From an optimization exercise on the open Yosys and OpenROAD flow, aimed at small area, a short achievable clock period and few clock cycles per item; shortcuts taken in it are not production practice. Function was checked by simulation only, so behaviour that the tests miss may differ from the original. Power is estimated from default activity; no workload was simulated.

Design gc_trigger_policy_unit, start of the top module:
module gc_trigger_policy_unit
#(
  parameter int TOTAL_WIDTH   = gtp_pkg::TOTAL_WIDTH_DEF,
  parameter int COUNTER_WIDTH = gtp_pkg::COUNTER_WIDTH_DEF,
  parameter int PEAK_CAP      = gtp_pkg::PEAK_CAP_DEF
) (
  input  logic                  clk,
  input  logic                  rst_n,
  input  logic                  cfg_we,
  input  logic [gtp_pkg::SPP_W-1:0]      cfg_wdata,
  input  logic                  in_valid,
  output logic                  in_ready,
  input  logic [gtp_pkg::CMD_W-1:0]      in_cmd,
  input  logic [gtp_pkg::TOTAL_IN_W-1:0] in_allocated_total,
  input  logic [gtp_pkg::SLOT_W-1:0]     in_swept_slots,
  input  logic [gtp_pkg::PAGE_W-1:0]     in_empty_pages,
  input  logic [gtp_pkg::SLOT_W-1:0]     in_final_slots,
  input  logic [gtp_pkg::OBJ_W-1:0]      in_old_objects,
  input  logic [gtp_pkg::OBJ_W-1:0]      in_old_limit,
  input  logic [gtp_pkg::OBJ_W-1:0]      in_shady_objects,
  input  logic [gtp_pkg::OBJ_W-1:0]      in_shady_limit,
  input  logic                  in_became_major,
  output logic                  out_valid,
  input  logic                  out_ready,
  output logic [gtp_pkg::ACT_W-1:0]      out_action,
  output logic                  out_enabled,
  output logic [gtp_pkg::CNT_OUT_W-1:0]  out_major_tally,
  output logic [gtp_pkg::CNT_OUT_W-1:0]  out_minor_tally,
  output logic [gtp_pkg::CNT_OUT_W-1:0]  out_sweep_tally,
  output logic [gtp_pkg::CNT_OUT_W-1:0]  out_total_count
);
  localparam int QD = 7;      
  logic       in_ready_r;
  logic [2:0] cnt_r;           
  logic       acc, load, pop;
  logic       out_valid_r;
  logic       q_ne;
  assign acc  = in_valid & in_ready_r;
  ...
clock: 10.0 ns
lec_check: 0
cap_margin: 20
core_margin: 2
core_utilization: 40
cts_buf_list: sky130_fd_sc_hd__clkbuf_16
cts_cluster_diameter: 80
cts_cluster_size: 30
slew_margin: 20
standard.sh (not shown) runs the stock make flow with config.mk's settings and CLKGATE_MAP_FILE= SYNTH_SCRIPT=/design/flow/synth_recipe.tcl, a recipe that flattens the netlist after the stock synthesis.
==> flow/flow/run.sh <==
#!/bin/bash
# The standard layout (the standard flow's synthesis, clock and constraints), with two
# changes to how it is built: the port buffers are the small, fast buf_1
# (every port still gets one), and timing repair aims 6.25 ns below the clock
# period instead of at it.
set -euo pipefail
bash standard.sh SETUP_SLACK_MARGIN=6.25 "BUFFER_PORTS_ARGS=-buffer_cell sky130_fd_sc_hd__buf_1" finish > standard.log 2>&1
The baseline went through all stages and came out clean.
Testbench counts at the start, summed over its fixed seeds: cycles 9,648, items 9,600.
Edit:
==> flow/flow/run.sh (replaced) <==
#!/bin/bash
# The standard layout (the standard flow's synthesis, clock and constraints), with two
# changes to how it is built: the port buffers are the small, fast buf_1
# (every port still gets one), and timing repair aims 6.5 ns below the clock
# period instead of at it.
set -euo pipefail
bash standard.sh SETUP_SLACK_MARGIN=6.5 "BUFFER_PORTS_ARGS=-buffer_cell sky130_fd_sc_hd__buf_1" finish > standard.log 2>&1
Final cell count grows by 0.54%.
Cell area grows by 1.7%.
Combinational power grows by 6.3%.
Routed wire length grows by 0.80%.
Worst setup slack improves by 97 ps.
Maximum frequency grows by 2.7%.
Die area is unchanged.
Hold slack improves by 15 ps.
Edit:
==> flow/flow/run.sh (replaced) <==
#!/bin/bash
# The standard layout (the standard flow's synthesis, clock and constraints), with two
# changes to how it is built: the port buffers are the small, fast buf_1
# (every port still gets one), and timing repair aims 6.75 ns below the clock
# period instead of at it.
set -euo pipefail
bash standard.sh SETUP_SLACK_MARGIN=6.75 "BUFFER_PORTS_ARGS=-buffer_cell sky130_fd_sc_hd__buf_1" finish > standard.log 2>&1
What happened:
- final cell count went up by about 3%
- design area went up by about 5%
- worst setup slack gets better by 110 ps
Edit:
==> flow/flow/run.sh (replaced) <==
#!/bin/bash
# The standard layout (the standard flow's synthesis, clock and constraints), with two
# changes to how it is built: the port buffers are the small, fast buf_1
# (every port still gets one), and timing repair aims 6.25 ns below the clock
# period instead of at it.
set -euo pipefail
bash standard.sh SETUP_SLACK_MARGIN=6.25 "BUFFER_PORTS_ARGS=-buffer_cell sky130_fd_sc_hd__buf_1" finish > standard.log 2>&1
Settings changed: CTS_BUF_LIST sky130_fd_sc_hd__clkbuf_16 to sky130_fd_sc_hd__clkbuf_8, CTS_CLUSTER_DIAMETER 80 to 50, CTS_CLUSTER_SIZE 30 to 16.
Result:
- sequential share of layout area goes up by 1.7 points
- power came out lower by 8.5%
- sequential power rose by about 2%
- worst hold slack gains 13 ps
- die area is unchanged
- clock-buffer cell count went up by 58
- worst setup slack degrades by 210 ps
- core utilization came out lower by 2.9 points
- clock skew increases by 40 ps
- wire length is lower by 5.2%

== job 101 ==
Another version of the RTL of gc_trigger_policy_unit (not shown whole).
Size in the first run: roughly 980 flip-flops.
// gc_trigger_policy_unit
module gc_trigger_policy_unit
#(
  parameter int TOTAL_WIDTH   = gtp_pkg::TOTAL_WIDTH_DEF,
  parameter int COUNTER_WIDTH = gtp_pkg::COUNTER_WIDTH_DEF,
  parameter int PEAK_CAP      = gtp_pkg::PEAK_CAP_DEF
) (
  input  logic                  clk,
  input  logic                  rst_n,
  input  logic                  cfg_we,
  input  logic [gtp_pkg::SPP_W-1:0]      cfg_wdata,
  input  logic                  in_valid,
  output logic                  in_ready,
  input  logic [gtp_pkg::CMD_W-1:0]      in_cmd,
  input  logic [gtp_pkg::TOTAL_IN_W-1:0] in_allocated_total,
  input  logic [gtp_pkg::SLOT_W-1:0]     in_swept_slots,
  input  logic [gtp_pkg::PAGE_W-1:0]     in_empty_pages,
  input  logic [gtp_pkg::SLOT_W-1:0]     in_final_slots,
  input  logic [gtp_pkg::OBJ_W-1:0]      in_old_objects,
  input  logic [gtp_pkg::OBJ_W-1:0]      in_old_limit,
  input  logic [gtp_pkg::OBJ_W-1:0]      in_shady_objects,
  input  logic [gtp_pkg::OBJ_W-1:0]      in_shady_limit,
  input  logic                  in_became_major,
  output logic                  out_valid,
  input  logic                  out_ready,
  output logic [gtp_pkg::ACT_W-1:0]      out_action,
  output logic                  out_enabled,
  output logic [gtp_pkg::CNT_OUT_W-1:0]  out_major_tally,
  output logic [gtp_pkg::CNT_OUT_W-1:0]  out_minor_tally,
  output logic [gtp_pkg::CNT_OUT_W-1:0]  out_sweep_tally,
  output logic [gtp_pkg::CNT_OUT_W-1:0]  out_total_count
);
  localparam logic [2:0] OP_NONE  = 3'd0;
  localparam logic [2:0] OP_MAJOR = 3'd1;
  localparam logic [2:0] OP_MINOR = 3'd2;
  localparam logic [2:0] OP_SWEEP = 3'd3;
  localparam logic [2:0] OP_CLEAR = 3'd4;
  localparam int         QD       = 6;      
  logic       in_ready_r;
  logic [2:0] cnt_r;           
  logic       acc, pop;
  logic       out_valid_r;
  logic       q_ne;
  assign acc = in_valid & in_ready_r;
  assign pop = q_ne & (~out_valid_r | out_ready);
  always_ff @(posedge clk) begin
    if (!rst_n) begin
      cnt_r      <= 3'd0;
      in_ready_r <= 1'b1;
    end else begin
      cnt_r      <= cnt_r + {2'b00, acc} - {2'b00, pop};
  ...
make LEC_CHECK=0 CAP_MARGIN=20 CORE_MARGIN=2 CORE_UTILIZATION=40 SLEW_MARGIN=20 finish   # period 10.0 ns
run.sh (not shown) runs the stock make flow with config.mk's settings and CLKGATE_MAP_FILE= SYNTH_SCRIPT=/design/flow/synth_recipe.tcl, a recipe that flattens the netlist after the stock synthesis.
Stock flow here: none of the scripts above is used.
Testbench counts of job 101, summed over its fixed seeds: cycles 9,640, items 9,600.
The inputs of job 102 differ from those of job 101 as listed below.
--- a/flow/config.mk
+++ b/flow/config.mk
@@ -9,3 +9,4 @@
 export CORE_MARGIN = 2
 export CORE_UTILIZATION = 40
+export SETUP_SLACK_MARGIN = 5
 export SLEW_MARGIN = 20
==> comparison <==
- Layout overhead on the synthesized area, job 101 and job 102: lower on job 101
- Job 102 gives more number of antenna violations at the first check in global routing than job 101 did.
- Compared with job 101, design area in job 102 increased slightly.
- Taking job 102 over job 101, the number of gates on the worst path with buffers counted ratio works out to 0.926.
- Compared to job 101, job 102 shows a wider setup margin.
- Looking at number of DRC violations after detailed-routing iteration 0 across job 101 and job 102, the one that comes out lower is job 101.
- Job 101 consumes less power than job 102.
- Going from job 101 to job 102, count of buffers not belonging to the clock network in the layout went up, area of the multi-input gates went up, hold slack went up, global routing usage on met3 went up.

==> re-timing with driven ports <==
No port has a modelled driver above. Below, the same layouts with a new extraction and two added sets of constraints.
Step 1, drivers: a clkbuf_16 drives clk and a buf_2 each remaining input, both assumed.
Step 2 adds t to the input delays and takes it off the output delays; t is the mean of the earliest and latest rising clock arrival at the registers after step 1. Input paths then give back, and output paths get back, about the clock's delay inside the block.
a / b / c = ideal ports / drivers / drivers and shift; a / b = the first two.
| run | t, ns | slack for setup (ns) | hold WS [ns] |
|---|---|---|---|
| the first run of note 1 | 0.782 | 6.357 / 6.357 / 5.811 | 0.296 / 0.296 / 0.296 |
| the second run of note 1 | 0.793 | 6.454 / 6.454 / 5.960 | 0.310 / 0.310 / 0.310 |
| the third run of note 1 | 0.801 | 6.568 / 6.544 / 6.158 | 0.306 / 0.306 / 0.306 |
| the fourth run of note 1 | 0.962 | 6.357 / 6.281 / 5.812 | 0.318 / 0.318 / 0.318 |
| job 101 | 0.816 | 3.817 / 3.817 / 3.817 | 0.315 / 0.315 / 0.315 |
| job 102 | 0.821 | 4.675 / 4.675 / 4.675 | 0.320 / 0.320 / 0.320 |
After both steps setup and hold are still met in every run listed. For the first run of note 1, which loses most, drivers alone change the setup slack by 0.000 ns; drivers and shift together by -0.546 ns.
